Source: an optimization exercise on an open RTL-to-GDS flow (aim: small area, a short achievable clock period and few clock cycles). Production flows keep margins and buffers that such runs may drop.
Function was checked by simulation only, so behaviour that the tests miss may differ from the original.
Power figures rest on the tool's default switching activity, not on a simulated workload.

[flow/config.mk]
export PLATFORM = sky130hd
export DESIGN_NAME = p256_mod_add
export DESIGN_NICKNAME = p256_mod_add
export VERILOG_FILES = /design/flow/design.v
export SDC_FILE = /design/flow/constraint.sdc
export NUM_CORES = 4
export LEC_CHECK = 0
export CAP_MARGIN = 20
export CORE_MARGIN = 2
export CORE_UTILIZATION = 40
export SETUP_SLACK_MARGIN = 3.5
export SLEW_MARGIN = 20
[flow/constraint.sdc]
create_clock -name core_clock -period 6.0 [get_ports {clk}]
set_input_delay 1.2000 -clock core_clock [delete_from_list [all_inputs] [get_ports {clk}]]
set_output_delay 1.2000 -clock core_clock [all_outputs]
set_load 0.01 [all_outputs]
[flow/design.v]
package p256_pkg;
    localparam logic [255:0] P_256 =
        256'hffffffff00000001000000000000000000000000ffffffffffffffffffffffff;
    localparam logic [255:0] K_256 =
        256'h00000000fffffffeffffffffffffffffffffffff000000000000000000000001;
endpackage
module WordSplitAdd #(
    parameter int NB = 2
) (
    input  logic [31:0]   x,
    input  logic [31:0]   y,
    input  logic [31:0]   z,
    input  logic          y0,     
    output logic [31:0]   s0,     
    output logic [NB-1:0] g,      
    output logic [NB-1:0] p,      
    output logic          c31     
);
    localparam int BW = 32 / NB;
    logic [31:0] s, c, w;
    assign s = x ^ y ^ z;
    assign c = (x & y) | (x & z) | (y & z);
    assign w = {c[30:0], y0};
    for (genvar b = 0; b < NB; b++) begin : g_blk
        assign {g[b], s0[b*BW +: BW]} = {1'b0, s[b*BW +: BW]} + {1'b0, w[b*BW +: BW]};
        assign p[b] = &(s[b*BW +: BW] ^ w[b*BW +: BW]);
    end
    assign c31 = c[31];
endmodule
module WordFinish #(
    parameter int NB = 2
) (
    input  logic [31:0]   s0,
    input  logic [NB-1:0] g,
    input  logic [NB-1:0] p,
    input  logic          cin,
    output logic [31:0]   sum,
    output logic          cout
);
    localparam int BW = 32 / NB;
    logic [NB:0] cb;
    assign cb[0] = cin;
    for (genvar b = 0; b < NB; b++) begin : g_blk
        assign cb[b+1] = g[b] | (p[b] & cb[b]);
        assign sum[b*BW +: BW] = cb[b] ? s0[b*BW +: BW] + 1'b1 : s0[b*BW +: BW];
    end
    assign cout = cb[NB];
endmodule
module p256_mod_add #(
    parameter int RD_LAT = 3
) (
    input  logic        clk,
    input  logic        rst_n,
    input  logic        ena,
    input  logic [31:0] a_din,
    input  logic [31:0] b_din,
    output logic        rdy,
    output logic [2:0]  a_addr,
    output logic [2:0]  b_addr,
    output logic [2:0]  d_addr,
    output logic        d_wren,
    output logic [31:0] d_dout
);
    localparam int NB = 4;
    logic [3:0]  k_q, k_d;
    logic        r_q, f_q, cin_q;
    logic        bad;
    logic        first_q, word0_q, m_q, m0_q;
    logic [31:0] s0_q, s0;
    logic [NB-1:0] g_q, p_q, g, p;
    logic        c31_q, c31;
    logic        co;
    logic [31:0] z;
    assign z = {{30{m_q}}, m_q | first_q, m0_q};
    WordSplitAdd #(.NB(NB)) u_split (
        .x(a_din), .y(b_din), .z(z), .y0(c31_q & ~first_q & ~word0_q),
        .s0(s0), .g(g), .p(p), .c31(c31)
    );
    WordFinish #(.NB(NB)) u_fin (
        .s0(s0_q), .g(g_q), .p(p_q), .cin(cin_q),
        .sum(d_dout), .cout(co)
    );
    assign a_addr = k_q[2:0];
    assign b_addr = k_q[2:0];
    assign d_addr = {~k_q[2], k_q[1:0]};
    assign d_wren = k_q >= 4'd4 && k_q <= 4'd11;
    assign rdy    = k_q == 4'd12;
    assign bad = k_q == 4'd11 && r_q && !(co || c31_q);
    always_comb begin
        k_d = k_q;
        if (bad) begin
            k_d = 4'd15;
        end else if (k_q != 4'd12) begin
            k_d = k_q + 4'd1;
        end
    end
    always_ff @(posedge clk or negedge rst_n) begin
        if (!rst_n) begin
            k_q     <= 4'd15;
            r_q     <= 1'b0;
            f_q     <= 1'b0;
            cin_q   <= 1'b0;
            first_q <= 1'b0;
            word0_q <= 1'b0;
            m_q     <= 1'b0;
            m0_q    <= 1'b0;
        end else if (ena) begin
            k_q <= k_d;
            if (bad) f_q <= 1'b1;
            if (k_q == 4'd3) begin
                r_q   <= (co | c31_q) & ~f_q;
                cin_q <= (co | c31_q) & ~f_q;
            end else begin
                cin_q <= co & (k_q != 4'd2);
            end
            first_q <= k_d == 4'd2;
            word0_q <= k_d == 4'd3;
            m_q     <= r_q && k_d >= 4'd6 && k_d <= 4'd9;
            m0_q    <= r_q && k_d >= 4'd6 && k_d <= 4'd8;
        end
    end
    always_ff @(posedge clk) begin
        if (ena) begin
            s0_q  <= s0;
            g_q   <= g;
            p_q   <= p;
            c31_q <= c31;
        end
    end
endmodule
[flow/flow/run.sh]
#!/bin/bash
# The standard layout, with the port buffers inserted as the smallest buffer
# (sky130_fd_sc_hd__buf_1) instead of the resizer's default pick; timing repair
# resizes them from there. Each step's full output stays in orfs/logs; make's own
# output goes to standard.log.
set -euo pipefail
export BUFFER_PORTS_ARGS="-buffer_cell sky130_fd_sc_hd__buf_1"
bash standard.sh > standard.log 2>&1
[flow/standard.sh]
#!/bin/bash
# synth_recipe.tcl (not shown) runs the flow's synth.tcl, then flattens the netlist and writes it again
# the make line also repeats each setting of config.mk as NAME=value (left out here)
make -C /OpenROAD-flow-scripts/flow DESIGN_CONFIG=/design/flow/config.mk WORK_HOME=/design/flow/orfs CLKGATE_MAP_FILE= SYNTH_SCRIPT=/design/flow/synth_recipe.tcl "${@:-finish}"
==> summary.md, run 1 <==
| Metric | Value |
|---|---|
| Kind of end point of the critical path | `flop` |
| Total Nets Final | `709` |
| 1st-pass router iterations | `4` |
| Via count of the first global-routing pass | `3632` |
| Fraction of synthesis flops using an asynchronous set or reset pin | `21.15%` |
| Count of buffers from port buffering | `109` |
| Post-synthesis register bit count | `52` |
| H-tree Lvls | `2` |
| Initial antenna violation count | `0` |
| Final worst path period need | `3.046 ns` |
| Area of the placeable core | `11370 um^2` |
| Type of the worst min-delay path | `flop to flop` |
| # clock sinks | `52` |
| Remaining number of nets flagged by the antenna check after routing | `0` |
| Relative slew slack | `53.91%` |
| Total track usage | `16.26%` |
| Share of the synthesized area in the top cell type | `26.61%` |
| Largest net degree at the start of global routing | `32` |
| Post-synth net total | `567` |
| Final standard cell utilization of the core | `54.85%` |
| Top cells by area, synth | `sky130_fd_sc_hd__edfxtp_1, sky130_fd_sc_hd__fa_1, sky130_fd_sc_hd__ha_1, sky130_fd_sc_hd__xnor2_1, sky130_fd_sc_hd__dfrtp_1` |
| Remaining DRCs | `0` |
| Half-perimeter wire length of the detailed placement result | `7631 um` |
| Final weighted congestion of routability-driven global placement | `0.8082` |
| Slew Limit Fails | `0` |
| Setup violations, final | `0` |
| Count of vias placed by the detailed router | `3591` |
| Critical Path Source Type | `input pin` |
| Final-layout worst hold slack | `0.5093 ns` |
| Gr ovfl total | `0` |
| Post-Synthesis Mean Instance Area | `10.96 um^2` |
| Layout area overhead | `34.78%` |
| Library cell used as clock root buffer | `sky130_fd_sc_hd__clkbuf_16` |
| DP Cell Count | `661` |
| WP data arrival | `3.08 ns` |
| Die boundary width | `111.6 um` |
| Cell taking the most area after synthesis | `sky130_fd_sc_hd__edfxtp_1` |
| Final Skew | `0.003932 ns` |
| Run status | `complete, no violations` |
| Initial cell density of the core | `40.70%` |
| EDFF count, synth | `41` |
| Synth Warn # | `1` |
| Antenna cells | `0` |
| Largest fanout on the critical path | `2` |
| Cell types with the highest counts after synthesis | `sky130_fd_sc_hd__xnor2_1, sky130_fd_sc_hd__ha_1, sky130_fd_sc_hd__edfxtp_1, sky130_fd_sc_hd__inv_1, sky130_fd_sc_hd__fa_1` |
| Share of the clock period used by the worst path | `50.77%` |
| Fraction of final layout cells sized beyond drive strength 1 | `35.40%` |
| Most frequent cell after synthesis | `sky130_fd_sc_hd__xnor2_1` |
| Post-synth cell types | `49` |
| Global-route wire length before repair | `16830 um` |
| Number of rows created at floorplan | `39` |
| Fmax achieved | `328.3 MHz` |
| Area of the mapped netlist | `4627 um^2` |
| Critical path data required time | `6.03 ns` |
| Hold_buf cts | `0` |
| Post-detailed-routing wire length | `10340 um` |
| Worst VDD drop | `290.9 uV` |
| LEAKAGE | `0.002601 uW` |
| Predominant post-synthesis flop cell | `sky130_fd_sc_hd__edfxtp_1` |
| Path type of the worst setup path | `input pin to flop` |
| Die boundary height | `111.6 um` |
| Final std cells w/o fill | `708` |
| Hold Vio Cnt, Final | `0` |
| Total power consumption of the routed design | `3792 uW` |
| Clock tree from TritonCTS | `built` |
| RSZ-0062 raised after global routing | `true` |
| Setup TNS Final | `0 ns` |
| Power density relative to cell area | `608.0 nW/um^2` |
| Number of I/O pins | `110` |
| Synthesized instance count | `422` |
| Clock Path Buffers | `2` |
| Detail-routed net length per standard cell | `14.61 um` |
| Worst slew pin tran | `0.6913 ns` |
| Vias per cell | `5.072` |
| Clk latency of the worst-skew pair | `0.29 ns` |
| Starting DRT DRC Count | `147` |
| Clock-pin slew on the worst setup and hold paths | `0.06 ns` |
| Die area | `12440 um^2` |
| Post-synthesis sequential area ratio | `32.67%` |
| Max cap viols | `0` |
| Num CTS Buffers | `5` |
layer usage:
layer,global-route usage [%],share of wire (%),up-vias,wire (um)
met4,3.786,0.73,0,76
met1,20.27,41,1722,4237
li1,-,-,1771,-
met5,0,0,-,0
met3,3.048,4.4,7,452
met2,29.35,54,91,5574
area by class of cell:
class                      instances  area [um^2]
clock buffer                       7        132.6
tap                              143        178.9
sequential                        52         1516
inverter                          41        166.4
fill                            1000         5134
timing repair buffer             149        887.1
multi-input combinational        315         3351
clock inverter                     1        3.754
final timing paths:
check,endpoint,start,cells after the start,slack [ns]
setup / recovery,s0_q[31]$_DFFE_PP_,b_din[25],8,2.95
hold / removal,k_q[0]$_DFFE_PN1P_,k_q[0]$_DFFE_PN1P_,2,0.51
setup reg to reg,s0_q[31]$_DFFE_PP_,m_q$_DFFE_PN0P_,8,3.13
hold reg to reg,k_q[0]$_DFFE_PN1P_,k_q[0]$_DFFE_PN1P_,2,0.51
max in group asynchronous,m_q$_DFFE_PN0P_,rst_n,1,4.62
min in group asynchronous,word0_q$_DFFE_PN0P_,rst_n,1,0.91
kinds of logic after synthesis:
logic type                 synth area share (%)
adders and majority gates                 26.93
DFF                                       32.67
and+or+nand+nor                           12.57
xor gates and xnor gates                  9.654
AOI/OAI and AO/OA                         10.68
buffers and inverters                     5.760
muxes                                     1.731
registers in the layout, summed over array words and instances, names as in the netlist:
signal,count
c31_q,1
g_q,4
first_q,1
p_q,4
m0_q,1
m_q,1
k_q,4
f_q,1
cin_q,1
word0_q,1
s0_q,32
r_q,1
metrics by stage:
step	cell area [um^2]	worst slack, ns
floorplan	4826	2.855
global placement	5310	2.549
detailed placement	5310	2.487
CTS	5843	2.928
global route	6236	2.874
finish	6236	2.954
worst max-delay path: stages:
cell and delay [ns]:
sky130_fd_sc_hd__buf_1 0.09, sky130_fd_sc_hd__fa_1 0.61, sky130_fd_sc_hd__ha_4 0.23, sky130_fd_sc_hd__a21oi_1 0.13, sky130_fd_sc_hd__nor2b_1 0.08, sky130_fd_sc_hd__o31a_1 0.27
sky130_fd_sc_hd__o41ai_2 0.34, sky130_fd_sc_hd__xnor2_1 0.12
repair_timing:
item | CTS | global route
gates resized for setup | 78 | 71
pin swaps | 38 | 41
endpoints found under the hold margin | 0 | 0
setup endpoints to repair | 63 | 65
buffers inserted | 25 | 14
power breakdown:
group | total [uW] | internal, uW | switching, uW
sequential | 894 | 682 | 212
clock | 273 | 154 | 120
combinational | 2620 | 1370 | 1260
total | 3790 | 2200 | 1590
cells in the final DEF (no fill, tap or decap), types with 22 or more instances in the layout:
cell / count
sky130_fd_sc_hd__buf_1: 67
sky130_fd_sc_hd__buf_2: 26
sky130_fd_sc_hd__buf_4: 26
sky130_fd_sc_hd__buf_6: 24
sky130_fd_sc_hd__edfxtp_1: 41
sky130_fd_sc_hd__fa_1: 31
sky130_fd_sc_hd__ha_1: 26
sky130_fd_sc_hd__inv_1: 25
sky130_fd_sc_hd__nor2_1: 22
sky130_fd_sc_hd__xnor2_1: 31
Testbench counts, summed over its fixed seeds: cycles 4,480.
==> run 2: changes to the inputs <==
--- a/flow/config.mk
+++ b/flow/config.mk
@@ -8,5 +8,5 @@
 export CAP_MARGIN = 20
 export CORE_MARGIN = 2
 export CORE_UTILIZATION = 40
-export SETUP_SLACK_MARGIN = 3.5
+export SETUP_SLACK_MARGIN = 2.8
 export SLEW_MARGIN = 20
==> summary.md, run 2 <==
| Metric | Value |
|---|---|
| Most prevalent standard cell on the critical path | `sky130_fd_sc_hd__a21o_4` |
| Final Skew | `0.005785 ns (+0.001853 ns)` |
| Share of the synthesized area in the top cell type | `26.61% (unchanged)` |
| Hold Vio Cnt, Final | `0 (unchanged)` |
| Vias per cell | `5.016 (-1.1%)` |
| Most flop-heavy register | `s0_q` |
| Die boundary width | `111.6 um (unchanged)` |
| Path type of the worst setup path | `flop to primary output` |
| Max cap viols | `0 (unchanged)` |
| Commonest non-fill, non-tap cells in the layout | `sky130_fd_sc_hd__buf_1, sky130_fd_sc_hd__xnor2_1, sky130_fd_sc_hd__ha_1` |
| Highest cell delay on the worst timing path | `0.43 ns (-0.18 ns)` |
| Largest fanout on the critical path | `8 (+6)` |
| Worst VDD drop | `237.3 uV (-18%)` |
| Post-Synthesis Mean Instance Area | `10.96 um^2 (unchanged)` |
| Run status | `complete, no violations` |
| Post-synth cell types | `49 (unchanged)` |
| Most frequent standard cell in the layout excluding fill and tap cells | `sky130_fd_sc_hd__buf_1` |
| Post-synthesis sequential area ratio | `32.67% (unchanged)` |
| Final weighted congestion of routability-driven global placement | `0.8321 (+3.0%)` |
| Clock-pin slew on the worst setup and hold paths | `0.06 ns (about the same)` |
| Library cell used as clock root buffer | `sky130_fd_sc_hd__clkbuf_16` |
| Synth Warn # | `1 (unchanged)` |
| RSZ-0062 raised after global routing | `true` |
| Total Nets Final | `674 (-4.9%)` |
| EDFF count, synth | `41 (unchanged)` |
| Share of the clock period used by the worst path | `52.09% (+1.3 points)` |
| Power density relative to cell area | `578.2 nW/um^2 (-4.9%)` |
| Number of I/O pins | `110 (unchanged)` |
| Post-detailed-routing wire length | `8787 um (-15%)` |
| Final worst path period need | `3.125 ns (+0.07910 ns)` |
| Half-perimeter wire length of the detailed placement result | `7459 um (-2.3%)` |
| Area of the mapped netlist | `4627 um^2 (unchanged)` |
| Fmax achieved | `320.0 MHz (-2.5%)` |
| Fillers | `1084 (+8.4%)` |
| Area of the placeable core | `11370 um^2 (unchanged)` |
| Number of flip-flops in the largest register | `32 (unchanged)` |
| Num CTS Buffers | `5 (unchanged)` |
| Total track usage | `14.32% (-1.9 points)` |
| Initial cell density of the core | `40.70% (unchanged)` |
| Worst slew pin tran | `0.6108 ns (-0.08051 ns)` |
| Antenna cells | `0 (unchanged)` |
| Remaining DRCs | `0 (unchanged)` |
| Post-synthesis register bit count | `52 (unchanged)` |
| Top cells by area, synth | `sky130_fd_sc_hd__edfxtp_1, sky130_fd_sc_hd__fa_1, sky130_fd_sc_hd__ha_1, sky130_fd_sc_hd__xnor2_1, sky130_fd_sc_hd__dfrtp_1` |
| Predominant post-synthesis flop cell | `sky130_fd_sc_hd__edfxtp_1` |
| Fraction of synthesis flops using an asynchronous set or reset pin | `21.15% (unchanged)` |
| Gr ovfl total | `0 (unchanged)` |
| 1st-pass router iterations | `4 (unchanged)` |
| LEAKAGE | `0.002131 uW (-18%)` |
| Post-synth net total | `567 (unchanged)` |
| # clock sinks | `52 (unchanged)` |
| Largest net degree at the start of global routing | `35 (+9.4%)` |
| Number of rows created at floorplan | `39 (unchanged)` |
| Critical path data required time | `4.80 ns (-1.23 ns)` |
| Initial antenna violation count | `0 (unchanged)` |
| Cell types with the highest counts after synthesis | `sky130_fd_sc_hd__xnor2_1, sky130_fd_sc_hd__ha_1, sky130_fd_sc_hd__edfxtp_1, sky130_fd_sc_hd__inv_1, sky130_fd_sc_hd__fa_1` |
| Setup violations, final | `0 (unchanged)` |
| Remaining number of nets flagged by the antenna check after routing | `0 (unchanged)` |
| Clk latency of the worst-skew pair | `0.28 ns (about the same)` |
| Critical-path cell with the highest stage delay | `sky130_fd_sc_hd__dfrtp_2` |
| Kind of end point of the critical path | `primary output` |
| Footprint of the multi-input gates | `2889 um^2 (-14%)` |
| Critical Path Source Type | `flop` |
| Clock Path Buffers | `2 (unchanged)` |
| FF/Latch Area | `1516 um^2 (unchanged)` |
| Synthesized instance count | `422 (unchanged)` |
| Final standard cell utilization of the core | `46.91% (-7.9 points)` |
| Global-route wire length before repair | `14740 um (-12%)` |
| Count of vias placed by the detailed router | `3376 (-6.0%)` |
| Count of buffers from port buffering | `109 (unchanged)` |
| Die boundary height | `111.6 um (unchanged)` |
| Type of the worst min-delay path | `flop to flop` |
| Cell taking the most area after synthesis | `sky130_fd_sc_hd__edfxtp_1` |
| H-tree Lvls | `2 (unchanged)` |
| Buffer and inverter count on the worst path | `1 (unchanged)` |
| Slew Limit Fails | `0 (unchanged)` |
| Top delay family on crit path | `compound AO/OA/AOI/OAI gates` |
| Detail-routed net length per standard cell | `13.06 um (-11%)` |
| Relative slew slack | `59.28% (+5.4 points)` |
| Setup TNS Final | `0 ns (unchanged)` |
| Fraction of final layout cells sized beyond drive strength 1 | `6.604% (-29 points)` |
| Layout area overhead | `15.28%` |
| Via count of the first global-routing pass | `3339 (-8.1%)` |
| Starting DRT DRC Count | `104 (-29%)` |
| Most frequent cell after synthesis | `sky130_fd_sc_hd__xnor2_1` |
| Die area | `12440 um^2 (unchanged)` |
| Cells along the critical path | `a21o_4 > a21o_4 > a21o_4 > and4_4 > xor2_2 > buf_2` |
| WP data arrival | `1.93 ns (-1.15 ns)` |
| Clock tree from TritonCTS | `built` |
-- run 2: per-stage QoR --
stage	power [uW]	cells	setup WS [ns]	instance area, um^2	hold slack, ns
after detailed placement	2790	661	2.546	5120	0.4884
after global routing	3393	673	2.748	5334	0.5334
final	3084	673	2.875	5334	0.5000
after global placement	2736	661	2.646	5120	0.4807
after floorplan	2328	422	2.819	4634	0.4565
after CTS	3100	670	2.808	5299	0.5000
-- run 2: final timing paths --
kind | from | to | slack, ns | cells past startpoint
worst min register to register | f_q$_DFFE_PN0P_ | f_q$_DFFE_PN0P_ | 0.50 | 1
max in group asynchronous | rst_n | m_q$_DFFE_PN0P_ | 4.65 | 1
worst min-delay path | f_q$_DFFE_PN0P_ | f_q$_DFFE_PN0P_ | 0.50 | 1
worst max register to register | m_q$_DFFE_PN0P_ | s0_q[7]$_DFFE_PP_ | 3.09 | 9
worst max-delay path | cin_q$_DFFE_PN0P_ | d_dout[31] | 2.87 | 6
min in group asynchronous | rst_n | m0_q$_DFFE_PN0P_ | 0.90 | 1
-- run 2: cells by family after synthesis --
kind of cell	share of synthesized area, %
AND/OR/NAND/NOR	12.57
buffers and inverters	5.760
AO/OA/AOI/OAI	10.68
XOR/XNOR	9.654
multiplexers	1.731
flip-flops	32.67
adder cells (fa/ha/maj)	26.93
-- run 2: final cells by class --
type                       instances  area share, %
clock buffer                       8          2.745
timing repair buffer             114          8.421
tap                              143          3.354
sequential                        52          28.43
multi-input combinational        315          54.16
inverter                          41          2.885
-- run 2: where the power goes --
part / switching, uW / leakage (uW) / internal, uW
clock network: 112 / 0.0000712 / 166
registers: 188 / 0.000536 / 682
logic: 1030 / 0.00152 / 908
total: 1330 / 0.00213 / 1760
-- run 2: metal layers --
metal	track usage [%]	part of all wire (%)	wire, um
met1	17.44	43	3821
met2	26.99	52	4581
met3	1.633	3.2	279
met4	3.539	1.2	105
met5	0	0	0
-- run 2: repair_timing --
action                                  in CTS  in global routing
buffers inserted                             1                  3
hold buffers                                 0                  0
endpoints found under the setup margin      11                 12
pin swaps                                    0                  3
gates resized for setup                      6                  6
==> run 3: changes to the inputs <==
--- a/flow/config.mk
+++ b/flow/config.mk
@@ -8,5 +8,5 @@
 export CAP_MARGIN = 20
 export CORE_MARGIN = 2
 export CORE_UTILIZATION = 40
-export SETUP_SLACK_MARGIN = 2.8
+export SETUP_SLACK_MARGIN = 2.3
 export SLEW_MARGIN = 20
==> summary.md, run 3 <==
| Metric | Value |
|---|---|
| Run status | `complete, no violations` |
| EDFF count, synth | `41 (unchanged)` |
| Vias per cell | `5.049 (+0.66%)` |
| Most flop-heavy register | `s0_q` |
| Total of cells resized after clock tree synthesis | `0 (-6)` |
| Fmax achieved | `283.1 MHz (-12%)` |
| Global-route wire length before repair | `14720 um (-0.14%)` |
| Path type of the worst setup path | `flop to primary output` |
| Number of flip-flops in the largest register | `32 (unchanged)` |
| # Post-CTS Setup Buffers | `0 (-1)` |
| Placement-stage worst setup slack | `2.530 ns (-0.01562 ns)` |
| Final weighted congestion of routability-driven global placement | `0.8457 (+1.6%)` |
| Remaining number of nets flagged by the antenna check after routing | `0 (unchanged)` |
| Critical-path cell with the highest stage delay | `sky130_fd_sc_hd__dfrtp_1` |
| # clock sinks | `52 (unchanged)` |
| Summed area of non-filler cells in the final layout | `5251 um^2 (-1.5%)` |
| Library cell used as clock root buffer | `sky130_fd_sc_hd__clkbuf_16` |
| Initial antenna violation count | `0 (unchanged)` |
| Starting DRT DRC Count | `121 (+16%)` |
| FF/Latch Area | `1513 um^2 (-0.25%)` |
| Critical path data required time | `4.80 ns (about the same)` |
| Synthesized instance count | `422 (unchanged)` |
| Count of vias placed by the detailed router | `3378 (+0.059%)` |
| Type of the worst min-delay path | `flop to flop` |
| Fillers | `1102 (+1.7%)` |
| Post-synthesis sequential area ratio | `32.67% (unchanged)` |
| Share of the synthesized area in the top cell type | `26.61% (unchanged)` |
| Final worst path period need | `3.533 ns (+0.4073 ns)` |
| Share of the clock period used by the worst path | `58.88% (+6.8 points)` |
| Count of cell instances traversed by the critical path | `6 (unchanged)` |
| Gr ovfl total | `0 (unchanged)` |
| Commonest non-fill, non-tap cells in the layout | `sky130_fd_sc_hd__buf_1, sky130_fd_sc_hd__xnor2_1, sky130_fd_sc_hd__ha_1` |
| Num CTS Buffers | `5 (unchanged)` |
| Most prevalent standard cell on the critical path | `sky130_fd_sc_hd__a21o_1` |
| Hold Vio Cnt, Final | `0 (unchanged)` |
| Die boundary width | `111.6 um (unchanged)` |
| Busiest grt layer | `met2` |
| Worst VDD drop | `243.2 uV (+2.5%)` |
| RSZ-0062 raised after global routing | `false` |
| Area of the mapped netlist | `4627 um^2 (unchanged)` |
| Setup TNS Final | `0 ns (unchanged)` |
| Most frequent cell after synthesis | `sky130_fd_sc_hd__xnor2_1` |
| Met2 usage in global routing | `26.75% (-0.24 points)` |
| Post-Synthesis Mean Instance Area | `10.96 um^2 (unchanged)` |
| Area of the placeable core | `11370 um^2 (unchanged)` |
| Placed cell areas | `5112 um^2 (-0.15%)` |
| Synth Warn # | `1 (unchanged)` |
| Slew Limit Fails | `0 (unchanged)` |
| Relative slew slack | `40.12% (-19 points)` |
| Max cap viols | `0 (unchanged)` |
| WHS Path Cells | `1 (unchanged)` |
| Post-synthesis register bit count | `52 (unchanged)` |
| Met3 capacity usage during global routing | `2.014% (+0.38 points)` |
| Clk latency of the worst-skew pair | `0.28 ns (about the same)` |
| Via count of the first global-routing pass | `3291 (-1.4%)` |
| Final setup slack of the worst path | `2.467 ns (-0.4073 ns)` |
| Met1 Track Usage GR | `17.11% (-0.33 points)` |
| Clock-pin slew on the worst setup and hold paths | `0.07 ns (about the same)` |
| Post-detailed-routing wire length | `8846 um (+0.67%)` |
| Post-synth net total | `567 (unchanged)` |
| Half-perimeter wire length of the detailed placement result | `7410 um (-0.66%)` |
| Final Skew | `0.005607 ns (-0.0001781 ns)` |
| Detail-routed net length per standard cell | `13.22 um (+1.3%)` |
| Remaining DRCs | `0 (unchanged)` |
| Number of rows created at floorplan | `39 (unchanged)` |
| H-tree Lvls | `2 (unchanged)` |
| WP data arrival | `2.33 ns (+0.40 ns)` |
| Top cells by area, synth | `sky130_fd_sc_hd__edfxtp_1, sky130_fd_sc_hd__fa_1, sky130_fd_sc_hd__ha_1, sky130_fd_sc_hd__xnor2_1, sky130_fd_sc_hd__dfrtp_1` |
| Top delay family on crit path | `compound AO/OA/AOI/OAI gates` |
| Number of cells traversed by the worst register-to-register path | `9 (unchanged)` |
| Footprint of the multi-input gates | `2849 um^2 (-1.4%)` |
| Setup violations, final | `0 (unchanged)` |
| Most frequent standard cell in the layout excluding fill and tap cells | `sky130_fd_sc_hd__buf_1` |
| Post-synth cell types | `49 (unchanged)` |
| Fraction of final layout cells sized beyond drive strength 1 | `4.563% (-2.0 points)` |
| Largest net degree at the start of global routing | `32 (-8.6%)` |
| 1st-pass router iterations | `4 (unchanged)` |
| Cells along the critical path | `a21o_1 > a21o_4 > a21o_1 > and4_4 > xor2_1 > buf_1` |
| Layout area overhead | `13.49%` |
| Cell types with the highest counts after synthesis | `sky130_fd_sc_hd__xnor2_1, sky130_fd_sc_hd__ha_1, sky130_fd_sc_hd__edfxtp_1, sky130_fd_sc_hd__inv_1, sky130_fd_sc_hd__fa_1` |
| Total Nets Final | `670 (-0.59%)` |
| Critical Path Source Type | `flop` |
| Largest fanout on the critical path | `8 (unchanged)` |
| Cell taking the most area after synthesis | `sky130_fd_sc_hd__edfxtp_1` |
| Initial cell density of the core | `40.70% (unchanged)` |
| Worst slew pin tran | `0.8983 ns (+0.2875 ns)` |
| Number of I/O pins | `110 (unchanged)` |
| LEAKAGE | `0.002099 uW (-1.5%)` |
| Buffer and inverter count on the worst path | `1 (unchanged)` |
| Clock Path Buffers | `2 (unchanged)` |
| Fraction of synthesis flops using an asynchronous set or reset pin | `21.15% (unchanged)` |
| Antenna cells | `0 (unchanged)` |
| Die area | `12440 um^2 (unchanged)` |
| Highest cell delay on the worst timing path | `0.53 ns (+0.10 ns)` |
| Predominant post-synthesis flop cell | `sky130_fd_sc_hd__edfxtp_1` |
| Die boundary height | `111.6 um (unchanged)` |
| Clock tree from TritonCTS | `built` |
| Count of buffers from port buffering | `109 (unchanged)` |
| Hold_buf cts | `0 (unchanged)` |
| Power density relative to cell area | `577.2 nW/um^2 (-0.17%)` |
| Total track usage | `14.27% (-0.051 points)` |
| Kind of end point of the critical path | `primary output` |
==> run 3: final timing paths <==
kind | startpoint | end | slack, ns
setup / recovery | cin_q$_DFFE_PN0P_ | d_dout[31] | 2.47
hold / removal | f_q$_DFFE_PN0P_ | f_q$_DFFE_PN0P_ | 0.51
setup reg to reg | m_q$_DFFE_PN0P_ | s0_q[7]$_DFFE_PP_ | 2.77
hold reg to reg | f_q$_DFFE_PN0P_ | f_q$_DFFE_PN0P_ | 0.51
max in group asynchronous | rst_n | m_q$_DFFE_PN0P_ | 4.66
min in group asynchronous | rst_n | r_q$_DFFE_PN0P_ | 0.90
==> run 3: routing by layer <==
metal  routed length (um)  share of wire (%)  up-vias
met5                    0                  0        -
li1                     -                  -     1695
met1                 3821                 43     1601
met4                  126                1.4        0
met2                 4570                 52       73
met3                  328                3.7        9
==> run 3: through the flow <==
| stage | hold slack (ns) | std cells | total power (uW) | utilization (%) |
|---|---|---|---|---|
| detailed placement | 0.4872 | 661 | 2784 | 44.97 |
| global route | 0.5476 | 669 | 3323 | 46.19 |
| global placement | 0.4797 | 661 | 2730 | 44.97 |
| floorplan | 0.4565 | 422 | 2322 | - |
| finish | 0.5077 | 669 | 3031 | 46.19 |
| CTS | 0.5070 | 669 | 3066 | 46.19 |
==> run 3: power by group <==
group          internal [uW]  switching [uW]  total, uW
combinational            877            1020       1890
clock                    152             117        269
sequential               678             190        868
==> run 3: worst reg2reg max path, stage by stage (launching register included) <==
cell and delay, ns:
sky130_fd_sc_hd__dfrtp_2 0.96, sky130_fd_sc_hd__nor2_1 0.16, sky130_fd_sc_hd__fa_1 0.59, sky130_fd_sc_hd__inv_1 0.06, sky130_fd_sc_hd__ha_1 0.31, sky130_fd_sc_hd__a21oi_1 0.16, sky130_fd_sc_hd__nor2b_1 0.08, sky130_fd_sc_hd__o31a_1 0.26
sky130_fd_sc_hd__o41ai_1 0.31, sky130_fd_sc_hd__xnor2_1 0.10
==> run 3: cell type report <==
cell class                 instances  area share (%)
sequential                        52           28.81
clock buffer                       5           2.383
multi-input combinational        315           54.25
clock inverter                     3          0.2621
inverter                          41           2.931
tap                              143           3.407
timing repair buffer             110           7.958
==> run 3: cells by family after synthesis <==
logic type               Yosys count  synth area share [%]
adder cells (fa/ha/maj)           78                 26.93
flip-flops                        52                 32.67
AO/OA/AOI/OAI                     69                 10.68
XOR/XNOR                          51                 9.654
buffers and inverters             55                 5.760
AND/OR/NAND/NOR                  110                 12.57
multiplexers                       7                 1.731
==> run 4: changes to the inputs <==
--- a/flow/config.mk
+++ b/flow/config.mk
@@ -8,5 +8,4 @@
 export CAP_MARGIN = 20
 export CORE_MARGIN = 2
 export CORE_UTILIZATION = 40
-export SETUP_SLACK_MARGIN = 2.3
 export SLEW_MARGIN = 20
==> summary.md, run 4 <==
| Metric | Value |
|---|---|
| Total power consumption of the routed design | `3031 uW (unchanged)` |
| Post-detailed-routing wire length | `8846 um (unchanged)` |
| Fraction of final layout cells sized beyond drive strength 1 | `4.563% (unchanged)` |
| Initial cell density of the core | `40.70% (unchanged)` |
| Total track usage | `14.27% (unchanged)` |
| Post-synth cell types | `49 (unchanged)` |
| Number of rows created at floorplan | `39 (unchanged)` |
| Die area | `12440 um^2 (unchanged)` |
| Number of flip-flops in the largest register | `32 (unchanged)` |
| Clock-pin slew on the worst setup and hold paths | `0.07 ns (about the same)` |
| Die boundary width | `111.6 um (unchanged)` |
| Top cells by area, synth | `sky130_fd_sc_hd__edfxtp_1, sky130_fd_sc_hd__fa_1, sky130_fd_sc_hd__ha_1, sky130_fd_sc_hd__xnor2_1, sky130_fd_sc_hd__dfrtp_1` |
| Clock tree from TritonCTS | `built` |
| Layout area overhead | `13.49% (unchanged)` |
| Max cap viols | `0 (unchanged)` |
| Remaining DRCs | `0 (unchanged)` |
| Area of the mapped netlist | `4627 um^2 (unchanged)` |
| Largest fanout on the critical path | `8 (unchanged)` |
| Die boundary height | `111.6 um (unchanged)` |
| Final-layout worst hold slack | `0.5077 ns (unchanged)` |
| Via count of the first global-routing pass | `3291 (unchanged)` |
| Num CTS Buffers | `5 (unchanged)` |
| Power Internal | `1707 uW (unchanged)` |
| Highest cell delay on the worst timing path | `0.53 ns (about the same)` |
| Register share of total power | `28.6% (about the same)` |
| Critical Path Source Type | `flop` |
| Initial antenna violation count | `0 (unchanged)` |
| Area of the placeable core | `11370 um^2 (unchanged)` |
| Post-synthesis sequential area ratio | `32.67% (unchanged)` |
| Most frequent cell after synthesis | `sky130_fd_sc_hd__xnor2_1` |
| Most frequent standard cell in the layout excluding fill and tap cells | `sky130_fd_sc_hd__buf_1` |
| Global-route wire length before repair | `14720 um (unchanged)` |
| Final standard cell utilization of the core | `46.19% (unchanged)` |
| Synthesized instance count | `422 (unchanged)` |
| Path type of the worst setup path | `flop to primary output` |
| Largest net degree at the start of global routing | `32 (unchanged)` |
| Cell types with the highest counts after synthesis | `sky130_fd_sc_hd__xnor2_1, sky130_fd_sc_hd__ha_1, sky130_fd_sc_hd__edfxtp_1, sky130_fd_sc_hd__inv_1, sky130_fd_sc_hd__fa_1` |
| 1st-pass router iterations | `4 (unchanged)` |
| Power density relative to cell area | `577.2 nW/um^2 (unchanged)` |
| Vias per cell | `5.049 (unchanged)` |
| Starting DRT DRC Count | `121 (unchanged)` |
| Antenna cells | `0 (unchanged)` |
| Remaining number of nets flagged by the antenna check after routing | `0 (unchanged)` |
| Critical-path cell with the highest stage delay | `sky130_fd_sc_hd__dfrtp_1` |
| H-tree Lvls | `2 (unchanged)` |
| WP data arrival | `2.33 ns (about the same)` |
| Kind of end point of the critical path | `primary output` |
| Hold_buf cts | `0 (unchanged)` |
| Fraction of synthesis flops using an asynchronous set or reset pin | `21.15% (unchanged)` |
| Critical path data required time | `4.80 ns (about the same)` |
| Final worst path period need | `3.533 ns (unchanged)` |
| Placed cell areas | `5112 um^2 (unchanged)` |
| Net load switching power | `1324 uW (unchanged)` |
| Gr ovfl total | `0 (unchanged)` |
| Run status | `complete, no violations` |
| Slew Limit Fails | `0 (unchanged)` |
| Hold Vio Cnt, Final | `0 (unchanged)` |
| Synth Warn # | `1 (unchanged)` |
| EDFF count, synth | `41 (unchanged)` |
| Top delay family on crit path | `compound AO/OA/AOI/OAI gates` |
| Clk latency of the worst-skew pair | `0.28 ns (about the same)` |
| Final weighted congestion of routability-driven global placement | `0.8457 (unchanged)` |
| Most flop-heavy register | `s0_q` |
| Number of I/O pins | `110 (unchanged)` |
| Total Nets Final | `670 (unchanged)` |
| Share of the synthesized area in the top cell type | `26.61% (unchanged)` |
| Clk pwr share | `8.9% (about the same)` |
| Post-synthesis register bit count | `52 (unchanged)` |
| Post-synth net total | `567 (unchanged)` |
| Worst slew pin tran | `0.8983 ns (unchanged)` |
| Summed area of non-filler cells in the final layout | `5251 um^2 (unchanged)` |
| Post-Synthesis Mean Instance Area | `10.96 um^2 (unchanged)` |
| Library cell used as clock root buffer | `sky130_fd_sc_hd__clkbuf_16` |
| Proportion of power drawn by combinational gates | `62.5% (about the same)` |
| LEAKAGE | `0.002099 uW (unchanged)` |
| Cells along the critical path | `a21o_1 > a21o_4 > a21o_1 > and4_4 > xor2_1 > buf_1` |
| Cell taking the most area after synthesis | `sky130_fd_sc_hd__edfxtp_1` |
| Buffer and inverter count on the worst path | `1 (unchanged)` |
| RSZ-0062 raised after global routing | `false` |
| Share of the clock period used by the worst path | `58.88% (unchanged)` |
| Proportion of total power due to net switching | `43.68% (unchanged)` |
| Count of buffers from port buffering | `109 (unchanged)` |
| Setup violations, final | `0 (unchanged)` |
| Predominant post-synthesis flop cell | `sky130_fd_sc_hd__edfxtp_1` |
| # clock sinks | `52 (unchanged)` |
| Half-perimeter wire length of the detailed placement result | `7410 um (unchanged)` |
| Final Skew | `0.005607 ns (unchanged)` |
| Fillers | `1102 (unchanged)` |
| Total of cells resized after clock tree synthesis | `0 (unchanged)` |
| Relative slew slack | `40.12% (unchanged)` |
| # Post-CTS Setup Buffers | `0 (unchanged)` |
| Commonest non-fill, non-tap cells in the layout | `sky130_fd_sc_hd__buf_1, sky130_fd_sc_hd__xnor2_1, sky130_fd_sc_hd__ha_1` |
| Fmax achieved | `283.1 MHz (unchanged)` |
| Worst VDD drop | `243.2 uV (unchanged)` |
| Detail-routed net length per standard cell | `13.22 um (unchanged)` |
| Count of vias placed by the detailed router | `3378 (unchanged)` |
| Type of the worst min-delay path | `flop to flop` |
| Setup TNS Final | `0 ns (unchanged)` |
| Clock Path Buffers | `2 (unchanged)` |
| Most prevalent standard cell on the critical path | `sky130_fd_sc_hd__a21o_1` |
## run 4: cell counts after synthesis
No cell type changed its count.
## run 4: through the flow
| step | setup slack, ns | cells |
|---|---|---|
| CTS | 2.430 | 669 |
| global placement | 2.611 | 661 |
| detailed placement | 2.530 | 661 |
| global route | 2.368 | 669 |
| finish | 2.467 | 669 |
| floorplan | 2.764 | 422 |
## run 4: cell type report
| class | instances | area [um^2] | area share (%) |
|---|---|---|---|
| clock buffer | 5 | 125.1 | 2.383 |
| multi-input combinational | 315 | 2849 | 54.25 |
| tap | 143 | 178.9 | 3.407 |
| timing repair buffer | 110 | 417.9 | 7.958 |
| sequential | 52 | 1513 | 28.81 |
| clock inverter | 3 | 13.76 | 0.2621 |
| inverter | 41 | 153.9 | 2.931 |
## run 4: logic make-up (layout without fill, tap and decap cells)
| group | after synthesis | after routing | synth area share (%) |
|---|---|---|---|
| and+or+nand+nor | 110 | 110 | 12.57 |
| muxes | 7 | 7 | 1.731 |
| adders and majority gates | 78 | 78 | 26.93 |
| AOI/OAI and AO/OA | 69 | 69 | 10.68 |
| buffers and inverters | 55 | 159 | 5.760 |
| DFF | 52 | 52 | 32.67 |
| xor gates and xnor gates | 51 | 51 | 9.654 |
## run 4: worst register-to-register path: cells and delay by family (launching register included)
kind | cells | cell delay (ns)
and+or+nand+nor | 2 | 0.24
DFF | 1 | 0.96
xor gates and xnor gates | 1 | 0.10
buffers and inverters | 1 | 0.06
adders and majority gates | 2 | 0.90
AOI/OAI and AO/OA | 3 | 0.73
## run 4: worst paths after layout
check                             startpoint                 to  slack, ns  depth (start not counted)
max reg2reg                  m_q$_DFFE_PN0P_  s0_q[7]$_DFFE_PP_       2.77                          9
min                          f_q$_DFFE_PN0P_    f_q$_DFFE_PN0P_       0.51                          1
max in group asynchronous              rst_n    m_q$_DFFE_PN0P_       4.66                          1
max                        cin_q$_DFFE_PN0P_         d_dout[31]       2.47                          6
min in group asynchronous              rst_n    r_q$_DFFE_PN0P_       0.90                          1
min reg2reg                  f_q$_DFFE_PN0P_    f_q$_DFFE_PN0P_       0.51                          1
## run 4: power groups by stage
stage          Sequential [uW]  Clock, uW  Combinational [uW]
6_report                   868        269                1890
4_1_cts                    869        279                1920
3_5_place_dp               876          0                1910
2_1_floorplan              819          0                1500
5_1_grt                    897        291                2130
3_3_place_gp               868          0                1860
## run 4: routing by layer
| layer | share of wire [%] | vias to the layer above | GRT usage [%] |
|---|---|---|---|
| met5 | 0 | - | 0 |
| met4 | 1.4 | 0 | 3.868 |
| met3 | 3.7 | 9 | 2.014 |
| met2 | 52 | 73 | 26.75 |
| met1 | 43 | 1601 | 17.11 |
| li1 | - | 1695 | - |
==> run 5: changes to the inputs <==
--- a/flow/config.mk
+++ b/flow/config.mk
@@ -7,5 +7,6 @@
 export LEC_CHECK = 0
 export CAP_MARGIN = 20
 export CORE_MARGIN = 2
-export CORE_UTILIZATION = 40
+export CORE_UTILIZATION = 65
+export SETUP_SLACK_MARGIN = 2.8
 export SLEW_MARGIN = 20
==> summary.md, run 5 <==
| Metric | Value |
|---|---|
| Run status | `complete, no violations` |
| Setup TNS Final | `0 ns (unchanged)` |
| Predominant post-synthesis flop cell | `sky130_fd_sc_hd__edfxtp_1` |
| Setup violations, final | `0 (unchanged)` |
| Largest net degree at the start of global routing | `32 (unchanged)` |
| Clock-pin slew on the worst setup and hold paths | `0.09 ns (+0.02 ns)` |
| Final worst path period need | `3.157 ns (-0.3753 ns)` |
| Starting DRT DRC Count | `133 (+9.9%)` |
| Cells along the critical path | `buf_1 > fa_1 > ha_1 > inv_1 > fa_1 > nor2b_1 > o21ai_0 > a21boi_1 > or4_1 > nand3_1` |
| Global-route wire length before repair | `14140 um (-3.9%)` |
| Count of buffers from port buffering | `109 (unchanged)` |
| EDFF count, synth | `41 (unchanged)` |
| Post-synth cell types | `49 (unchanged)` |
| WHS Path Cells | `1 (unchanged)` |
| Post-detailed-routing wire length | `8662 um (-2.1%)` |
| Remaining number of nets flagged by the antenna check after routing | `0 (unchanged)` |
| Cell taking the most area after synthesis | `sky130_fd_sc_hd__edfxtp_1` |
| Hold Vio Cnt, Final | `0 (unchanged)` |
| Area of the mapped netlist | `4627 um^2 (unchanged)` |
| Buffer and inverter count on the worst path | `2 (+1)` |
| Commonest non-fill, non-tap cells in the layout | `sky130_fd_sc_hd__buf_1, sky130_fd_sc_hd__xnor2_1, sky130_fd_sc_hd__inv_1, sky130_fd_sc_hd__ha_1, sky130_fd_sc_hd__edfxtp_1` |
| Via count of the first global-routing pass | `3386 (+2.9%)` |
| Highest cell delay on the worst timing path | `0.59 ns (+0.06 ns)` |
| Kind of end point of the critical path | `flop` |
| Number of cells traversed by the worst register-to-register path | `10 (+1)` |
| Hold_buf cts | `0 (unchanged)` |
| Remaining DRCs | `0 (unchanged)` |
| Fmax achieved | `316.7 MHz (+12%)` |
| Detail-routed net length per standard cell | `13.81 um (+4.5%)` |
| Post-synthesis register bit count | `52 (unchanged)` |
| Critical path data required time | `6.06 ns (+1.26 ns)` |
| Final Skew | `0.01756 ns (+0.01195 ns)` |
| Relative slew slack | `55.39% (+15 points)` |
| Total Nets Final | `675 (+0.75%)` |
| Final-layout worst hold slack | `0.5198 ns (+0.01218 ns)` |
| Share of the clock period used by the worst path | `52.62% (-6.3 points)` |
| Largest fanout on the critical path | `2 (-6)` |
| Die area | `7809 um^2 (-37%)` |
| Synthesized instance count | `422 (unchanged)` |
| Post-Synthesis Mean Instance Area | `10.96 um^2 (unchanged)` |
| Synth Warn # | `1 (unchanged)` |
| Number of I/O pins | `110 (unchanged)` |
| Post-synth net total | `567 (unchanged)` |
| Antenna cells | `0 (unchanged)` |
| Top delay family on crit path | `adder cells` |
| Clk latency of the worst-skew pair | `0.30 ns (+0.02 ns)` |
| Clock tree from TritonCTS | `built` |
| Number of rows created at floorplan | `30 (-23%)` |
| Post-synthesis sequential area ratio | `32.67% (unchanged)` |
| 1st-pass router iterations | `5 (+1)` |
| Fraction of synthesis flops using an asynchronous set or reset pin | `21.15% (unchanged)` |
| Die boundary width | `88.37 um (-21%)` |
| Type of the worst min-delay path | `flop to flop` |
| Library cell used as clock root buffer | `sky130_fd_sc_hd__clkbuf_8` |
| Most frequent standard cell in the layout excluding fill and tap cells | `sky130_fd_sc_hd__buf_1` |
| Count of cell instances traversed by the critical path | `10 (+4)` |
| Worst slew pin tran | `0.6691 ns (-0.2291 ns)` |
| Vias per cell | `5.485 (+8.6%)` |
| # clock sinks | `52 (unchanged)` |
| Fraction of final layout cells sized beyond drive strength 1 | `6.403% (+1.8 points)` |
| Gr ovfl total | `0 (unchanged)` |
| Final standard cell utilization of the core | `76.30% (+30 points)` |
| Clock Path Buffers | `2 (unchanged)` |
| Initial cell density of the core | `67.73% (+27 points)` |
| Most frequent cell after synthesis | `sky130_fd_sc_hd__xnor2_1` |
| Power density relative to cell area | `578.3 nW/um^2 (+0.18%)` |
| Most prevalent standard cell on the critical path | `sky130_fd_sc_hd__fa_1` |
| Top cells by area, synth | `sky130_fd_sc_hd__edfxtp_1, sky130_fd_sc_hd__fa_1, sky130_fd_sc_hd__ha_1, sky130_fd_sc_hd__xnor2_1, sky130_fd_sc_hd__dfrtp_1` |
| Path type of the worst setup path | `input pin to flop` |
| RSZ-0062 raised after global routing | `true` |
| Die boundary height | `88.37 um (-21%)` |
| Cell types with the highest counts after synthesis | `sky130_fd_sc_hd__xnor2_1, sky130_fd_sc_hd__ha_1, sky130_fd_sc_hd__edfxtp_1, sky130_fd_sc_hd__inv_1, sky130_fd_sc_hd__fa_1` |
| Layout area overhead | `12.66%` |
| Count of vias placed by the detailed router | `3439 (+1.8%)` |
| Slew Limit Fails | `0 (unchanged)` |
| Total track usage | `23.31% (+9.0 points)` |
| H-tree Lvls | `2 (unchanged)` |
| Max cap viols | `0 (unchanged)` |
| Share of the synthesized area in the top cell type | `26.61% (unchanged)` |
| LEAKAGE | `0.002105 uW (+0.28%)` |
| Worst VDD drop | `285.4 uV (+17%)` |
| Most flop-heavy register | `s0_q` |
| Num CTS Buffers | `5 (unchanged)` |
| WP data arrival | `3.21 ns (+0.88 ns)` |
| Final weighted congestion of routability-driven global placement | `0.9100 (+7.6%)` |
| Area of the placeable core | `6832 um^2 (-40%)` |
| Half-perimeter wire length of the detailed placement result | `7070 um (-4.6%)` |
| Critical Path Source Type | `input pin` |
| Initial antenna violation count | `0 (unchanged)` |
| Number of flip-flops in the largest register | `32 (unchanged)` |
| Critical-path cell with the highest stage delay | `sky130_fd_sc_hd__fa_1` |
==> run 5: cell counts after synthesis <==
No cell type changed its count.
==> run 5: stage by stage <==
step	setup WS [ns]	instance area [um^2]	cells	total power (uW)
after floorplan	2.819	4634	422	2328
after global placement	2.621	5067	615	2704
after detailed placement	2.551	5067	615	2774
after CTS	2.817	5174	624	2990
after global routing	2.739	5213	627	3309
final	2.843	5213	627	3014
==> run 5: cell families (layout without fill, tap and decap cells) <==
kind of cell,Yosys count,after routing,synth area share [%]
flip-flops,52,52,32.67
adder cells (fa/ha/maj),78,78,26.93
XOR/XNOR,51,51,9.654
buffers and inverters,55,164,5.760
AO/OA/AOI/OAI,69,69,10.68
multiplexers,7,7,1.731
AND/OR/NAND/NOR,110,110,12.57
==> run 5: final timing paths <==
| check | start | to | slack [ns] |
|---|---|---|---|
| hold reg to reg | f_q$_DFFE_PN0P_ | f_q$_DFFE_PN0P_ | 0.52 |
| hold / removal | f_q$_DFFE_PN0P_ | f_q$_DFFE_PN0P_ | 0.52 |
| max in group asynchronous | rst_n | cin_q$_DFFE_PN0P_ | 4.68 |
| setup reg to reg | m_q$_DFFE_PN0P_ | s0_q[7]$_DFFE_PP_ | 3.10 |
| setup / recovery | a_din[0] | s0_q[6]$_DFFE_PP_ | 2.84 |
| min in group asynchronous | rst_n | m_q$_DFFE_PN0P_ | 0.88 |
==> run 5: metal layers <==
metal | vias up | share of wire, % | track usage, %
met2 | 95 | 51 | 42.86
met5 | - | 0 | 0
met4 | 0 | 3.0 | 9.091
met3 | 25 | 4.7 | 4.384
li1 | 1706 | - | -
met1 | 1613 | 41 | 26.77
==> run 5: area by class of cell <==
cell class	count	area [um^2]
Multi-Input combinational cell	315	2888
Timing Repair Buffer	115	456.7
Inverter	41	153.9
Fill cell	496	1619
Tap cell	96	120.1
Clock buffer	7	76.32
Sequential cell	52	1513
Clock inverter	1	5.005
==> run 5: timing repair <==
action / CTS / global route
setup buffers: 1 / 3
hold endpoints to repair: 0 / 0
pin swaps: 0 / 4
resized for setup: 6 / 6
endpoints found under the setup margin: 10 / 7
==> run 5: where the power goes <==
group	internal [uW]	total, uW	switching, uW
clock network	82.0	187	105
logic	924	2010	1090
registers	678	817	139
==> run 6: changes to the inputs <==
--- a/flow/config.mk
+++ b/flow/config.mk
@@ -8,5 +8,6 @@
 export CAP_MARGIN = 20
 export CORE_MARGIN = 2
 export CORE_UTILIZATION = 65
+export PLACE_DENSITY = 0.8
 export SETUP_SLACK_MARGIN = 2.8
 export SLEW_MARGIN = 20
==> summary.md, run 6 <==
| Metric | Value |
|---|---|
| Area of the placeable core | `6832 um^2 (unchanged)` |
| Clock-pin slew on the worst setup and hold paths | `0.09 ns (about the same)` |
| Cell taking the most area after synthesis | `sky130_fd_sc_hd__edfxtp_1` |
| # clock sinks | `52 (unchanged)` |
| Post-Synthesis Mean Instance Area | `10.96 um^2 (unchanged)` |
| Post-synthesis compound-gate area fraction | `10.68% (unchanged)` |
| Share of the clock period used by the worst path | `52.29% (-0.33 points)` |
| R2r endpoint | `s0_q[7]$_DFFE_PP_` |
| Die boundary height | `88.37 um (unchanged)` |
| Mux share of post-synthesis cell area | `1.731% (unchanged)` |
| Remaining DRCs | `0 (unchanged)` |
| Most flop-heavy register | `s0_q` |
| Run status | `complete, no violations` |
| Area of the mapped netlist | `4627 um^2 (unchanged)` |
| Remaining number of nets flagged by the antenna check after routing | `0 (unchanged)` |
| Post-detailed-routing wire length | `8782 um (+1.4%)` |
| Post-synth cell types | `49 (unchanged)` |
| Final Skew | `0.004430 ns (-0.01313 ns)` |
| Worst slew pin tran | `0.6897 ns (+0.02059 ns)` |
| Largest net degree at the start of global routing | `60 (+88%)` |
| Starting DRT DRC Count | `138 (+3.8%)` |
| Antenna cells | `0 (unchanged)` |
| Buffer and inverter count on the worst path | `2 (unchanged)` |
| Top cells by area, synth | `sky130_fd_sc_hd__edfxtp_1, sky130_fd_sc_hd__fa_1, sky130_fd_sc_hd__ha_1, sky130_fd_sc_hd__xnor2_1, sky130_fd_sc_hd__dfrtp_1` |
| Hold wc startpoint | `f_q$_DFFE_PN0P_` |
| Path type of the worst setup path | `input pin to flop` |
| Critical path data required time | `6.03 ns (-0.03 ns)` |
| Setup violations, final | `0 (unchanged)` |
| Placed cell areas | `5061 um^2 (-0.12%)` |
| Num CTS Buffers | `5 (unchanged)` |
| Predominant post-synthesis flop cell | `sky130_fd_sc_hd__edfxtp_1` |
| Final standard cell utilization of the core | `75.90% (-0.40 points)` |
| H-tree Lvls | `2 (unchanged)` |
| Max cap viols | `0 (unchanged)` |
| Library cell used as clock root buffer | `sky130_fd_sc_hd__clkbuf_8` |
| Layout area overhead | `12.06%` |
| Critical-path cell with the highest stage delay | `sky130_fd_sc_hd__fa_1` |
| WP data arrival | `3.16 ns (-0.05 ns)` |
| Relative slew slack | `54.02% (-1.4 points)` |
| Hold_buf cts | `0 (unchanged)` |
| Critical Path Source Type | `input pin` |
| DP Cell Count | `614 (-0.16%)` |
| Number of cells traversed by the worst register-to-register path | `9 (-1)` |
| Post-synthesis register bit count | `52 (unchanged)` |
| Power density relative to cell area | `579.8 nW/um^2 (+0.26%)` |
| Main combinational cell family by area after synthesis | `adder cells` |
| Commonest non-fill, non-tap cells in the layout | `sky130_fd_sc_hd__buf_1, sky130_fd_sc_hd__xnor2_1, sky130_fd_sc_hd__ha_1` |
| Number of I/O pins | `110 (unchanged)` |
| Number of flip-flops in the largest register | `32 (unchanged)` |
| Final worst path period need | `3.137 ns (-0.02002 ns)` |
| Vias per cell | `5.643 (+2.9%)` |
| Via count of the first global-routing pass | `3320 (-1.9%)` |
| Number of rows created at floorplan | `30 (unchanged)` |
| Count of vias placed by the detailed router | `3521 (+2.4%)` |
| Worst VDD drop | `316.2 uV (+11%)` |
| RSZ-0062 raised after global routing | `true` |
| Synth Warn # | `1 (unchanged)` |
| Die boundary width | `88.37 um (unchanged)` |
| Total Nets Final | `672 (-0.44%)` |
| Hold Vio Cnt, Final | `0 (unchanged)` |
| Fraction of final layout cells sized beyond drive strength 1 | `5.871% (-0.53 points)` |
| Fraction of synthesis flops using an asynchronous set or reset pin | `21.15% (unchanged)` |
| Post-synthesis sequential area ratio | `32.67% (unchanged)` |
| Most frequent cell after synthesis | `sky130_fd_sc_hd__xnor2_1` |
| Cells along the critical path | `buf_1 > fa_1 > ha_1 > inv_1 > fa_1 > nor2b_1 > o21ai_0 > a21boi_1 > or3_1 > o2111ai_1` |
| Worst R2R Start | `m_q$_DFFE_PN0P_` |
| WHS Path Cells | `1 (unchanged)` |
| LEAKAGE | `0.002087 uW (-0.82%)` |
| Clock tree from TritonCTS | `built` |
| Fmax achieved | `318.7 MHz (+0.64%)` |
| Top delay family on crit path | `adder cells` |
| Summed area of non-filler cells in the final layout | `5185 um^2 (-0.53%)` |
| Count of buffers from port buffering | `109 (unchanged)` |
| Final std cells w/o fill | `624 (-0.48%)` |
| Final weighted congestion of routability-driven global placement | `0.8703 (-4.4%)` |
| Highest cell delay on the worst timing path | `0.53 ns (-0.06 ns)` |
| Initial cell density of the core | `67.73% (unchanged)` |
| Global-route wire length before repair | `14170 um (+0.19%)` |
| Setup TNS Final | `0 ns (unchanged)` |
| EDFF count, synth | `41 (unchanged)` |
| Type of the worst min-delay path | `flop to flop` |
| Initial antenna violation count | `0 (unchanged)` |
| Clk latency of the worst-skew pair | `0.29 ns (about the same)` |
| Largest fanout on the critical path | `2 (unchanged)` |
| Post-synth net total | `567 (unchanged)` |
| Share of synthesized cell area in full adder, half adder and majority cells | `26.93% (unchanged)` |
| Die area | `7809 um^2 (unchanged)` |
| Slew Limit Fails | `0 (unchanged)` |
| Terminating pin of the worst hold path | `f_q$_DFFE_PN0P_` |
| Total track usage | `22.99% (-0.33 points)` |
| Detail-routed net length per standard cell | `14.07 um (+1.9%)` |
| Gr ovfl total | `0 (unchanged)` |
| Share of the synthesized area in the top cell type | `26.61% (unchanged)` |
| Most prevalent standard cell on the critical path | `sky130_fd_sc_hd__fa_1` |
| Synthesized instance count | `422 (unchanged)` |
| Kind of end point of the critical path | `flop` |
| Half-perimeter wire length of the detailed placement result | `7128 um (+0.81%)` |
| Cell types with the highest counts after synthesis | `sky130_fd_sc_hd__xnor2_1, sky130_fd_sc_hd__ha_1, sky130_fd_sc_hd__edfxtp_1, sky130_fd_sc_hd__inv_1, sky130_fd_sc_hd__fa_1` |
| Area fraction in and, or, nand and nor cells after synthesis | `12.57% (unchanged)` |
| Total power consumption of the routed design | `3006 uW (-0.27%)` |
| 1st-pass router iterations | `6 (+1)` |
| Reg2reg setup slack | `3.09 ns (about the same)` |
| Most frequent standard cell in the layout excluding fill and tap cells | `sky130_fd_sc_hd__buf_1` |
| Area share of xor/xnor cells in the synthesized design | `9.654% (unchanged)` |
| Clock Path Buffers | `2 (unchanged)` |
==> run 6: cell counts after synthesis <==
No cell type changed its count.
==> run 6: power by group <==
part           leakage [uW]  total [uW]  internal, uW  switching [uW]
sequential         0.000536         865           680             185
clock             0.0000422         192          82.2             110
combinational       0.00151        1950           902            1050
total               0.00209        3010          1660            1340
==> run 6: stage by stage <==
step,hold WS (ns),setup WS [ns]
floorplan,0.4565,2.819
global placement,0.4842,2.654
detailed placement,0.4905,2.526
CTS,0.5140,2.807
global route,0.5452,2.743
finish,0.5193,2.863
==> run 6: kinds of logic (layout without fill, tap and decap cells) <==
family                   count (synthesis)  count (layout)
AO/OA/AOI/OAI                           69              69
XOR/XNOR                                51              51
adder cells (fa/ha/maj)                 78              78
buffers and inverters                   55             161
flip-flops                              52              52
multiplexers                             7               7
AND/OR/NAND/NOR                        110             110
==> run 6: layout make-up <==
class | instances | area [um^2]
tap | 96 | 120.1
clock buffer | 7 | 76.32
fill | 520 | 1647
multi-input combinational | 315 | 2879
clock inverter | 1 | 5.005
inverter | 41 | 153.9
timing repair buffer | 112 | 434.2
sequential | 52 | 1516
==> run 6: routing by layer <==
layer | share of wire (%) | track usage, %
met5 | 0 | 0
met4 | 1.7 | 5.234
met3 | 4.8 | 3.638
met2 | 51 | 42.04
met1 | 42 | 28.75
==> run 6: worst reg2reg max path: cells and delay by family, from the launching register on <==
kind,cells,cell delay [ns]
flops,1,0.77
compound gates,3,0.69
buf+inv,1,0.06
fa+ha+maj,2,0.86
simple gates,2,0.20
xor+xnor,1,0.10
==> run 6: how the worst max path moves through the flow <==
stage | end | slack (ns) | depth (start not counted) | startpoint
2_1_floorplan | s0_q[30]$_DFFE_PP_ | 2.82 | 9 | a_din[24]
3_3_place_gp | s0_q[30]$_DFFE_PP_ | 2.65 | 10 | a_din[24]
3_5_place_dp | s0_q[30]$_DFFE_PP_ | 2.53 | 10 | a_din[24]
4_1_cts | d_dout[31] | 2.81 | 6 | cin_q$_DFFE_PN0P_
5_1_grt | s0_q[30]$_DFFE_PP_ | 2.74 | 10 | a_din[24]
6_report | s0_q[30]$_DFFE_PP_ | 2.86 | 10 | a_din[24]
==> run 6: timing repair <==
item | in CTS | in global routing
pin swaps | 1 | 2
buffers inserted | 1 | 1
resized for setup | 7 | 4
endpoints found under the hold margin | 0 | 0
setup endpoints to repair | 12 | 8
cloned | 0 | 0
==> run 7: changes to the inputs <==
--- a/flow/design.v
+++ b/flow/design.v
@@ -39,10 +39,27 @@
 );
     localparam int BW = 32 / NB;
     logic [NB:0] cb;
-    assign cb[0] = cin;
+    always_comb begin
+        for (int b = 0; b <= NB; b++) begin
+            logic t;
+            t = cin;
+            for (int k = 0; k < b; k++) t = t & p[k];
+            cb[b] = t;
+            for (int k = 0; k < b; k++) begin
+                t = g[k];
+                for (int j = k + 1; j < b; j++) t = t & p[j];
+                cb[b] = cb[b] | t;
+            end
+        end
+    end
     for (genvar b = 0; b < NB; b++) begin : g_blk
-        assign cb[b+1] = g[b] | (p[b] & cb[b]);
-        assign sum[b*BW +: BW] = cb[b] ? s0[b*BW +: BW] + 1'b1 : s0[b*BW +: BW];
+        for (genvar i = 0; i < BW; i++) begin : g_bit
+            if (i == 0) begin : g_lsb
+                assign sum[b*BW] = s0[b*BW] ^ cb[b];
+            end else begin : g_up
+                assign sum[b*BW + i] = s0[b*BW + i] ^ (cb[b] & (&s0[b*BW +: i]));
+            end
+        end
     end
     assign cout = cb[NB];
 endmodule
--- a/flow/config.mk
+++ b/flow/config.mk
@@ -7,7 +7,7 @@
 export LEC_CHECK = 0
 export CAP_MARGIN = 20
 export CORE_MARGIN = 2
-export CORE_UTILIZATION = 65
-export PLACE_DENSITY = 0.8
+export CORE_UTILIZATION = 40
 export SETUP_SLACK_MARGIN = 2.8
 export SLEW_MARGIN = 20
+export SYNTH_HIERARCHICAL = 1
==> summary.md, run 7 <==
| Metric | Value |
|---|---|
| Relative slew slack | `55.22% (+1.2 points)` |
| Type of the worst min-delay path | `flop to flop` |
| Largest fanout on the critical path | `5 (+3)` |
| # clock sinks | `52 (unchanged)` |
| Final standard cell utilization of the core | `48.89% (-27 points)` |
| Global-route wire length before repair | `14820 um (+4.6%)` |
| Fmax achieved | `318.2 MHz (-0.17%)` |
| Count of vias placed by the detailed router | `3271 (-7.1%)` |
| Post-synth cell types | `48 (-2.0%)` |
| Half-perimeter wire length of the detailed placement result | `7119 um (-0.11%)` |
| Number of rows created at floorplan | `38 (+27%)` |
| Synth Warn # | `8 (+7)` |
| Post-synthesis sequential area ratio | `33.16% (+0.49 points)` |
| Antenna cells | `0 (unchanged)` |
| Max cap viols | `0 (unchanged)` |
| Cell types with the highest counts after synthesis | `sky130_fd_sc_hd__inv_1, sky130_fd_sc_hd__ha_1, sky130_fd_sc_hd__edfxtp_1` |
| Path type of the worst setup path | `flop to primary output` |
| Area fraction in and, or, nand and nor cells after synthesis | `8.592% (-4.0 points)` |
| RSZ-0062 raised after global routing | `true` |
| Remaining number of nets flagged by the antenna check after routing | `0 (unchanged)` |
| Total power consumption of the routed design | `3162 uW (+5.2%)` |
| Critical Path Source Type | `flop` |
| Buffer and inverter count on the worst path | `2 (unchanged)` |
| Detail-routed net length per standard cell | `13.03 um (-7.4%)` |
| Top delay family on crit path | `compound AO/OA/AOI/OAI gates` |
| Share of the clock period used by the worst path | `52.38% (+0.091 points)` |
| Mux share of post-synthesis cell area | `0% (-1.7 points)` |
| Fraction of synthesis flops using an asynchronous set or reset pin | `21.15% (unchanged)` |
| Final setup slack of the worst path | `2.857 ns (-0.005450 ns)` |
| Via count of the first global-routing pass | `3213 (-3.2%)` |
| Final worst path period need | `3.143 ns (+0.005450 ns)` |
| Largest net degree at the start of global routing | `59 (-1.7%)` |
| Share of the synthesized area in the top cell type | `27.01% (+0.40 points)` |
| Worst VDD drop | `201.5 uV (-36%)` |
| LEAKAGE | `0.002287 uW (+9.6%)` |
| Post-detailed-routing wire length | `8742 um (-0.46%)` |
| Commonest non-fill, non-tap cells in the layout | `sky130_fd_sc_hd__buf_1, sky130_fd_sc_hd__inv_1, sky130_fd_sc_hd__ha_1` |
| Num CTS Buffers | `5 (unchanged)` |
| Layout area overhead | `17.81%` |
| Fraction of final layout cells sized beyond drive strength 1 | `8.475% (+2.6 points)` |
| Worst R2R Start | `m_q$_DFFE_PN0P_` |
| Post-synthesis register bit count | `52 (unchanged)` |
| Total track usage | `14.55% (-8.4 points)` |
| Hold_buf cts | `0 (unchanged)` |
| Terminating pin of the worst hold path | `f_q$_DFFE_PN0P_` |
| Share of synthesized cell area in full adder, half adder and majority cells | `27.34% (+0.41 points)` |
| Most flop-heavy register | `s0_q` |
| Die area | `12270 um^2 (+57%)` |
| Final weighted congestion of routability-driven global placement | `0.8593 (-1.3%)` |
| Gr ovfl total | `0 (unchanged)` |
| Post-synth net total | `560 (-1.2%)` |
| Slew Limit Fails | `0 (unchanged)` |
| Critical path data required time | `4.80 ns (-1.23 ns)` |
| H-tree Lvls | `2 (unchanged)` |
| Worst slew pin tran | `0.6717 ns (-0.01806 ns)` |
| Number of flip-flops in the largest register | `32 (unchanged)` |
| Synthesized instance count | `415 (-1.7%)` |
| Power density relative to cell area | `588.9 nW/um^2 (+1.6%)` |
| Final-layout worst hold slack | `0.4713 ns (-0.04804 ns)` |
| Post-synthesis compound-gate area fraction | `14.82% (+4.1 points)` |
| Hold wc startpoint | `f_q$_DFFE_PN0P_` |
| Critical-path cell with the highest stage delay | `sky130_fd_sc_hd__a2111oi_4` |
| Run status | `complete, no violations` |
| Area of the mapped netlist | `4558 um^2 (-1.5%)` |
| Number of I/O pins | `110 (unchanged)` |
| Count of buffers from port buffering | `109 (unchanged)` |
| Top cells by area, synth | `sky130_fd_sc_hd__edfxtp_1, sky130_fd_sc_hd__fa_1, sky130_fd_sc_hd__ha_1, sky130_fd_sc_hd__xnor2_1, sky130_fd_sc_hd__inv_1` |
| Cell taking the most area after synthesis | `sky130_fd_sc_hd__edfxtp_1` |
| Clock-pin slew on the worst setup and hold paths | `0.06 ns (-0.03 ns)` |
| WHS Path Cells | `1 (unchanged)` |
| 1st-pass router iterations | `4 (-2)` |
-- run 7: metrics by stage --
stage / instances / area, um^2
5_1_grt: 671 / 5370
4_1_cts: 667 / 5313
2_1_floorplan: 415 / 4562
6_report: 671 / 5370
3_3_place_gp: 657 / 5097
3_5_place_dp: 657 / 5097
-- run 7: how the worst max path moves through the flow --
stage	start	endpoint	slack, ns	cells after the start
6_report	cin_q$_DFFE_PN0P_	d_dout[23]	2.86	6
5_1_grt	cin_q$_DFFE_PN0P_	d_dout[23]	2.74	6
4_1_cts	cin_q$_DFFE_PN0P_	d_dout[25]	2.80	7
3_5_place_dp	b_din[24]	s0_q[30]$_DFFE_PP_	2.59	10
3_3_place_gp	b_din[24]	s0_q[30]$_DFFE_PP_	2.66	10
2_1_floorplan	b_din[24]	s0_q[30]$_DFFE_PP_	2.81	9
-- run 7: power by group --
group / leakage, uW / internal [uW] / switching, uW
registers: 0.000538 / 682 / 134
logic: 0.00166 / 864 / 1120
clock network: 0.0000911 / 239 / 123
-- run 7: routing by layer --
| metal | part of all wire (%) | vias to the layer above | global-route usage (%) |
|---|---|---|---|
| li1 | - | 1682 | - |
| met1 | 45 | 1519 | 18.69 |
| met2 | 51 | 60 | 25.69 |
| met3 | 2.9 | 10 | 2.296 |
| met4 | 1.4 | 0 | 3.583 |
| met5 | 0 | - | 0 |
-- run 7: kinds of logic (layout without fill, tap and decap cells) --
kind of cell,after synthesis,count (layout)
simple gates,76,76
buf+inv,61,177
flops,52,52
fa+ha+maj,78,78
xor+xnor,54,54
compound gates,94,94
-- run 7: cell type report --
class	instances	area, um^2	area share (%)
clock buffer	6	128.9	2.400
clock inverter	2	60.06	1.118
inverter	52	195.2	3.635
multi-input combinational	302	2816	52.45
sequential	52	1514	28.19
tap	140	175.2	3.262
timing repair buffer	117	480.5	8.947
-- run 7: what timing repair did --
item / 4_1_cts / 5_1_grt
endpoints found under the hold margin: 0 / 0
gates resized for setup: 3 / 7
pin swaps: 2 / 1
setup buffers: 2 / 4
setup endpoints to repair: 6 / 7
Testbench counts of run 7, summed over its fixed seeds: cycles 4,480.

separate check: timing with driven ports:
The flow's constraints put no driver on any port. The routed layouts listed below were extracted and timed again, unchanged, in two steps.
Step 1 assumes that a clkbuf_16 drives the clock port and a buf_2 every other input.
Step 2, shift: input delay + t, output delay - t, t = (earliest + latest rising clock arrival at the registers) / 2. This alone moves slack from input paths to output paths.
Three values: ideal ports, drivers, drivers and shift; two values: the first two.
| run | t, ns | setup slack, ns |
|---|---|---|
| run 1 | 0.316 | 2.954 / 2.945 / 2.649 |
| run 2 | 0.312 | 2.875 / 2.839 / 2.609 |
| run 3 | 0.314 | 2.467 / 2.433 / 2.536 |
| run 4 | 0.314 | 2.467 / 2.433 / 2.536 |
| run 5 | 0.324 | 2.843 / 2.842 / 2.518 |
| run 6 | 0.321 | 2.863 / 2.841 / 2.550 |
| run 7 | 0.320 | 2.857 / 2.822 / 2.616 |
After both steps setup and hold are still met in every run listed.
